From an optimization exercise on the open Yosys and OpenROAD flow, aimed at small area, a short achievable clock period and few clock cycles per item; shortcuts taken in it are not production practice.
RTL that was checked went through simulation tests only; none was proved equivalent to the original.
Power is estimated from default activity; no workload was simulated.

==> flow/design.v <==
package mul256_pkg;
  localparam int OP_W   = 260;
  localparam int PROD_W = 520;
  localparam int ADDR_W = 6;
endpackage
module mul256_op_seq #(
  parameter int TIMEOUT = 1023
) (
  input  logic              clk,
  input  logic              rst,
  input  logic              cmd_valid,
  output logic              cmd_ready,
  input  logic [mul256_pkg::ADDR_W-1:0] cmd_a,
  input  logic [mul256_pkg::ADDR_W-1:0] cmd_b,
  input  logic [mul256_pkg::ADDR_W-1:0] cmd_dst,
  output logic              busy,
  output logic              done,
  output logic              err,
  output logic              op_read,
  output logic [mul256_pkg::ADDR_W-1:0] op_raddr,
  input  logic [mul256_pkg::OP_W-1:0]   op_rdata,
  output logic              op_write,
  output logic [mul256_pkg::ADDR_W-1:0] op_waddr,
  output logic [mul256_pkg::OP_W-1:0]   op_wdata,
  input  logic              op_wready,
  output logic              mul_start,
  output logic [mul256_pkg::OP_W-1:0]   mul_a,
  output logic [mul256_pkg::OP_W-1:0]   mul_b,
  input  logic              mul_done,
  input  logic [mul256_pkg::PROD_W-1:0] mul_p
);
  localparam int OW    = mul256_pkg::OP_W;
  localparam int AW    = mul256_pkg::ADDR_W;
  localparam int CNT_W = $clog2(TIMEOUT + 1);
  logic            jw_q, jw_n;    
  logic            jl_q, jl_n;    
  logic            jh_q, jh_n;    
  logic            jx_q, jx_n;    
  logic [AW-1:0]   jdst_q, jdst_n, jdst1_q, jdst1_n;
  logic [CNT_W-1:0] cnt_q, cnt_n;
  logic            nv_q, nv_n;
  logic [AW-1:0]   na_q, na_n, nb_q, nb_n, ndst_q, ndst_n;
  logic            pa_q, pa_n;    
  logic            ra_q, ra_n;    
  logic            rb_q, rb_n;    
  logic            fa_i_q, fb_i_q;   
  logic            fa_w_q;           
  logic            fa_h_q;           
  logic            fb_h_q;           
  logic            fhw_q;            
  logic            fd_q;             
  logic            fs_i_q, fs_h_q;   
  logic            tmo_q;            
  logic            busy_q;
  logic [AW-1:0]   raddr_q, waddr_q;
  logic [OW-1:0]   ra_reg, rh_reg;
  localparam int NSL = 38;
  localparam int SLW = (OW + NSL - 1) / NSL;
  logic [NSL-1:0]  selw_q, sell_q;
  logic            accept, start, w_done, lo_stall, hi_ok;
  logic            need_a, have_a, hzw, hzh, hzbh, fa_h_n, fb_h_n;
  assign w_done    = jw_q && mul_done;
  assign lo_stall  = w_done && !op_wready;
  assign hi_ok     = fd_q && op_wready;                
  assign start     = fs_i_q || (fs_h_q && op_wready);
  assign cmd_ready = !nv_q || start;
  assign accept    = cmd_valid && cmd_ready;
  assign done      = hi_ok;
  assign err       = tmo_q && !mul_done;
  assign busy      = busy_q;
  assign mul_start = start;
  assign op_write  = w_done || jl_q || (fhw_q && !(fb_h_q && op_wready));
  assign op_read   = fa_i_q || fb_i_q || (fa_w_q && !mul_done) || fa_h_q ||
                     (fb_h_q && op_wready);
  assign op_raddr  = raddr_q;
  assign op_waddr  = waddr_q;
  for (genvar g = 0; g < NSL; g++) begin : g_wd
    mul256_op_seq_bit u_selw (.clk(clk), .d(!rst && jw_n), .q(selw_q[g]));
    mul256_op_seq_bit u_sell (.clk(clk), .d(!rst && jl_n), .q(sell_q[g]));
    for (genvar i = g * SLW; i < (g + 1) * SLW && i < OW; i++) begin : g_bit
      assign op_wdata[i] = selw_q[g] ? mul_p[i] : (sell_q[g] ? ra_reg[i] : rh_reg[i]);
    end
  end
  assign mul_a     = ra_reg;
  assign mul_b     = op_rdata;
  always_comb begin
    jw_n = (jw_q && !mul_done && !tmo_q) || start;
    jl_n = (jl_q || w_done) && !op_wready;
    jh_n = (jh_q && !hi_ok) || ((jl_q || w_done) && op_wready);
    jx_n = fhw_q && !op_wready;
    jdst_n  = start ? ndst_q : jdst_q;
    jdst1_n = start ? ndst_q + AW'(1) : jdst1_q;
    cnt_n   = start ? '0 : (jw_q ? cnt_q + CNT_W'(1) : cnt_q);
    nv_n   = (nv_q && !start) || accept;
    na_n   = accept ? cmd_a   : na_q;
    nb_n   = accept ? cmd_b   : nb_q;
    ndst_n = accept ? cmd_dst : ndst_q;
    pa_n   = !start && !lo_stall && (pa_q || ra_q);
    ra_n   = fa_i_q || (fa_w_q && !mul_done) || fa_h_q;
    rb_n   = fb_i_q || (fb_h_q && op_wready);
    need_a = nv_n && !pa_n && !ra_n;
    have_a = nv_n && (pa_n || ra_n);
    hzw    = (na_n == jdst_n) || (na_n == jdst1_n);
    hzh    = (na_n == jdst1_n);
    hzbh   = (nb_n == jdst1_n);
    fa_h_n = jh_n && !jx_n && need_a && !hzh;
    fb_h_n = jh_n && !jx_n && !(need_a && !hzh) && have_a && !rb_n && !hzbh;
  end
  always_ff @(posedge clk) begin
    if (rst) begin
      jw_q   <= 1'b0;
      jl_q   <= 1'b0;
      jh_q   <= 1'b0;
      jx_q   <= 1'b0;
      nv_q   <= 1'b0;
      pa_q   <= 1'b0;
      ra_q   <= 1'b0;
      rb_q   <= 1'b0;
      fa_i_q <= 1'b0;
      fb_i_q <= 1'b0;
      fa_w_q <= 1'b0;
      fa_h_q <= 1'b0;
      fb_h_q <= 1'b0;
      fhw_q  <= 1'b0;
      fd_q   <= 1'b0;
      fs_i_q <= 1'b0;
      fs_h_q <= 1'b0;
      tmo_q  <= 1'b0;
      busy_q <= 1'b0;
    end else begin
      jw_q   <= jw_n;
      jl_q   <= jl_n;
      jh_q   <= jh_n;
      jx_q   <= jx_n;
      nv_q   <= nv_n;
      pa_q   <= pa_n;
      ra_q   <= ra_n;
      rb_q   <= rb_n;
      fa_i_q <= !(jw_n || jl_n || jh_n) && need_a;
      fb_i_q <= !(jw_n || jl_n || jh_n) && have_a && !rb_n;
      fa_w_q <= jw_n && need_a && !hzw;
      fa_h_q <= fa_h_n;
      fb_h_q <= fb_h_n;
      fhw_q  <= jh_n && !fa_h_n;
      fd_q   <= jh_n && !fa_h_n && !fb_h_n;
      fs_i_q <= !(jw_n || jl_n || jh_n) && nv_n && pa_n && rb_n;
      fs_h_q <= jh_n && nv_n && pa_n && rb_n;
      tmo_q  <= jw_n && !start && (cnt_n == CNT_W'(TIMEOUT));
      busy_q <= nv_n || jw_n || jl_n || jh_n;
    end
  end
  always_ff @(posedge clk) begin
    jdst_q  <= jdst_n;
    jdst1_q <= jdst1_n;
    cnt_q   <= cnt_n;
    na_q    <= na_n;
    nb_q    <= nb_n;
    ndst_q  <= ndst_n;
    raddr_q <= (fb_h_n || (!(jw_n || jl_n || jh_n) && have_a)) ? nb_n : na_n;
    waddr_q <= jh_n ? jdst1_n : jdst_n;
  end
  always_ff @(posedge clk) begin
    if (lo_stall)  ra_reg <= mul_p[OW-1:0];
    else if (ra_q) ra_reg <= op_rdata;
  end
  always_ff @(posedge clk) begin
    if (jw_q) rh_reg <= mul_p[2*OW-1:OW];
  end
endmodule
module mul256_op_seq_bit (
  input  logic clk,
  input  logic d,
  output logic q
);
  always_ff @(posedge clk) q <= d;
endmodule
export LEC_CHECK = 0
export CAP_MARGIN = 20
export CORE_AREA = 10 10 590 590
export DIE_AREA = 0 0 600 600
export PLACE_DENSITY = 0.7
export SETUP_SLACK_MARGIN = 1.9
export SLEW_MARGIN = 20
export SYNTH_HIERARCHICAL = 1
export SYNTH_MINIMUM_KEEP_SIZE = 0
create_clock -name core_clock -period 4.5 [get_ports {clk}]
standard.sh (not shown) runs the stock make flow with config.mk's settings and CLKGATE_MAP_FILE= SYNTH_SCRIPT=/design/flow/synth_recipe.tcl, a recipe that flattens the netlist after the stock synthesis.
==> flow/flow/run.sh <==
#!/bin/bash
# Standard layout, except that
#  - the port buffers are the smallest buffer cell instead of the
#    clock-delay cell buffer_ports picks by default;
#  - each bit's data pins are placed next to each other (flow/pins.tcl).
#  - clock tree synthesis adds no dummy loads.
set -euo pipefail
export BUFFER_PORTS_ARGS="-buffer_cell sky130_fd_sc_hd__buf_1"
export PRE_IO_PLACEMENT_TCL="$PWD/flow/pins.tcl"
export CTS_ARGS="-sink_clustering_enable -repair_clock_nets -dont_use_dummy_load -sink_clustering_size 20 -sink_clustering_max_diameter 60"
bash standard.sh > standard_flow.log 2>&1
==> flow/flow/pins.tcl <==
for {set i 0} {$i < 260} {incr i} {
  set hi [expr {$i + 260}]
  set_io_pin_constraint -group -order -pin_names [list \
    "mul_b\[$i\]" "op_rdata\[$i\]" "mul_a\[$i\]" \
    "mul_p\[$i\]" "op_wdata\[$i\]" "mul_p\[$hi\]"]
}
Testbench counts at the start, summed over its fixed seeds: cycles 13,465, items 1,600.
==> next run, changes <==
--- a/flow/design.v
+++ b/flow/design.v
@@ -52,6 +52,10 @@
   logic            fs_i_q, fs_h_q;   
   logic            tmo_q;            
   logic            busy_q;
+  logic            rdx_q;            
+  logic            wrx_q;            
+  logic            wb_q;             
+  logic            crx_q;            
   logic [AW-1:0]   raddr_q, waddr_q;
   logic [OW-1:0]   ra_reg, rh_reg;
   localparam int NSL = 38;
@@ -63,15 +67,14 @@
   assign lo_stall  = w_done && !op_wready;
   assign hi_ok     = fd_q && op_wready;                
   assign start     = fs_i_q || (fs_h_q && op_wready);
-  assign cmd_ready = !nv_q || start;
+  assign cmd_ready = crx_q || (fs_h_q && op_wready);
   assign accept    = cmd_valid && cmd_ready;
   assign done      = hi_ok;
   assign err       = tmo_q && !mul_done;
   assign busy      = busy_q;
   assign mul_start = start;
-  assign op_write  = w_done || jl_q || (fhw_q && !(fb_h_q && op_wready));
-  assign op_read   = fa_i_q || fb_i_q || (fa_w_q && !mul_done) || fa_h_q ||
-                     (fb_h_q && op_wready);
+  assign op_write  = w_done || wrx_q || (wb_q && !op_wready);
+  assign op_read   = rdx_q || (fa_w_q && !mul_done) || (fb_h_q && op_wready);
   assign op_raddr  = raddr_q;
   assign op_waddr  = waddr_q;
   for (genvar g = 0; g < NSL; g++) begin : g_wd
@@ -127,6 +130,10 @@
       fs_h_q <= 1'b0;
       tmo_q  <= 1'b0;
       busy_q <= 1'b0;
+      rdx_q  <= 1'b0;
+      wrx_q  <= 1'b0;
+      wb_q   <= 1'b0;
+      crx_q  <= 1'b1;
     end else begin
       jw_q   <= jw_n;
       jl_q   <= jl_n;
@@ -147,6 +154,10 @@
       fs_h_q <= jh_n && nv_n && pa_n && rb_n;
       tmo_q  <= jw_n && !start && (cnt_n == CNT_W'(TIMEOUT));
       busy_q <= nv_n || jw_n || jl_n || jh_n;
+      rdx_q  <= !(jw_n || jl_n || jh_n) && nv_n && (need_a || !rb_n) || fa_h_n;
+      wrx_q  <= jl_n || (jh_n && !fa_h_n && !fb_h_n);
+      wb_q   <= fb_h_n;
+      crx_q  <= !nv_n || (!(jw_n || jl_n || jh_n) && nv_n && pa_n && rb_n);
     end
   end
   always_ff @(posedge clk) begin
Die area stays the same.
Cell count rose by 0.31%.
Cell area is higher by 0.89%.
Fmax drops by 0.53%.
Total power increases by 5.1%.
Hold slack degrades by 25 ps.
Routed wire length rises by 6.2%.
Clock skew climbs by 7.1 ps.
Global-route usage climbs by 0.38 points.
Synthesized area is about the same.
Setup slack degrades by 14 ps.
Flip-flop and latch count rises by 3.
For the second run of this note, only the layout was checked, not whether the RTL still works.

## what the ideal ports hide
Ports are ideal in the flow. The routed layouts listed here were re-timed in OpenROAD.
Step 1 (the two cells are an assumption about what drives the block):
set clk [get_ports {clk}]
set_driving_cell -lib_cell sky130_fd_sc_hd__clkbuf_16 $clk
set_driving_cell -lib_cell sky130_fd_sc_hd__buf_2 [delete_from_list [all_inputs] $clk]
Step 2 times the ports against the registers' clock, not the clock port: input delays grow and output delays shrink by t, the midpoint of the rising clock arrivals with the driver on.
a / b / c = no drivers / after step 1 / after step 2; a / b = the first two.
run | t (ns) | setup WS [ns] | worst setup path after step 2 | slew at the worst register clock pin (ns)
the first run | 0.779 | 1.863 / 1.772 / 1.199 | input to register | 0.09 / 0.09
the second run | 0.830 | 1.849 / 1.751 / 1.149 | input to register | 0.08 / 0.08
After both steps setup and hold are still met in every run listed. The setup slack of the second run, which loses most, moves by -0.098 ns with the drivers and by -0.700 ns with both steps.
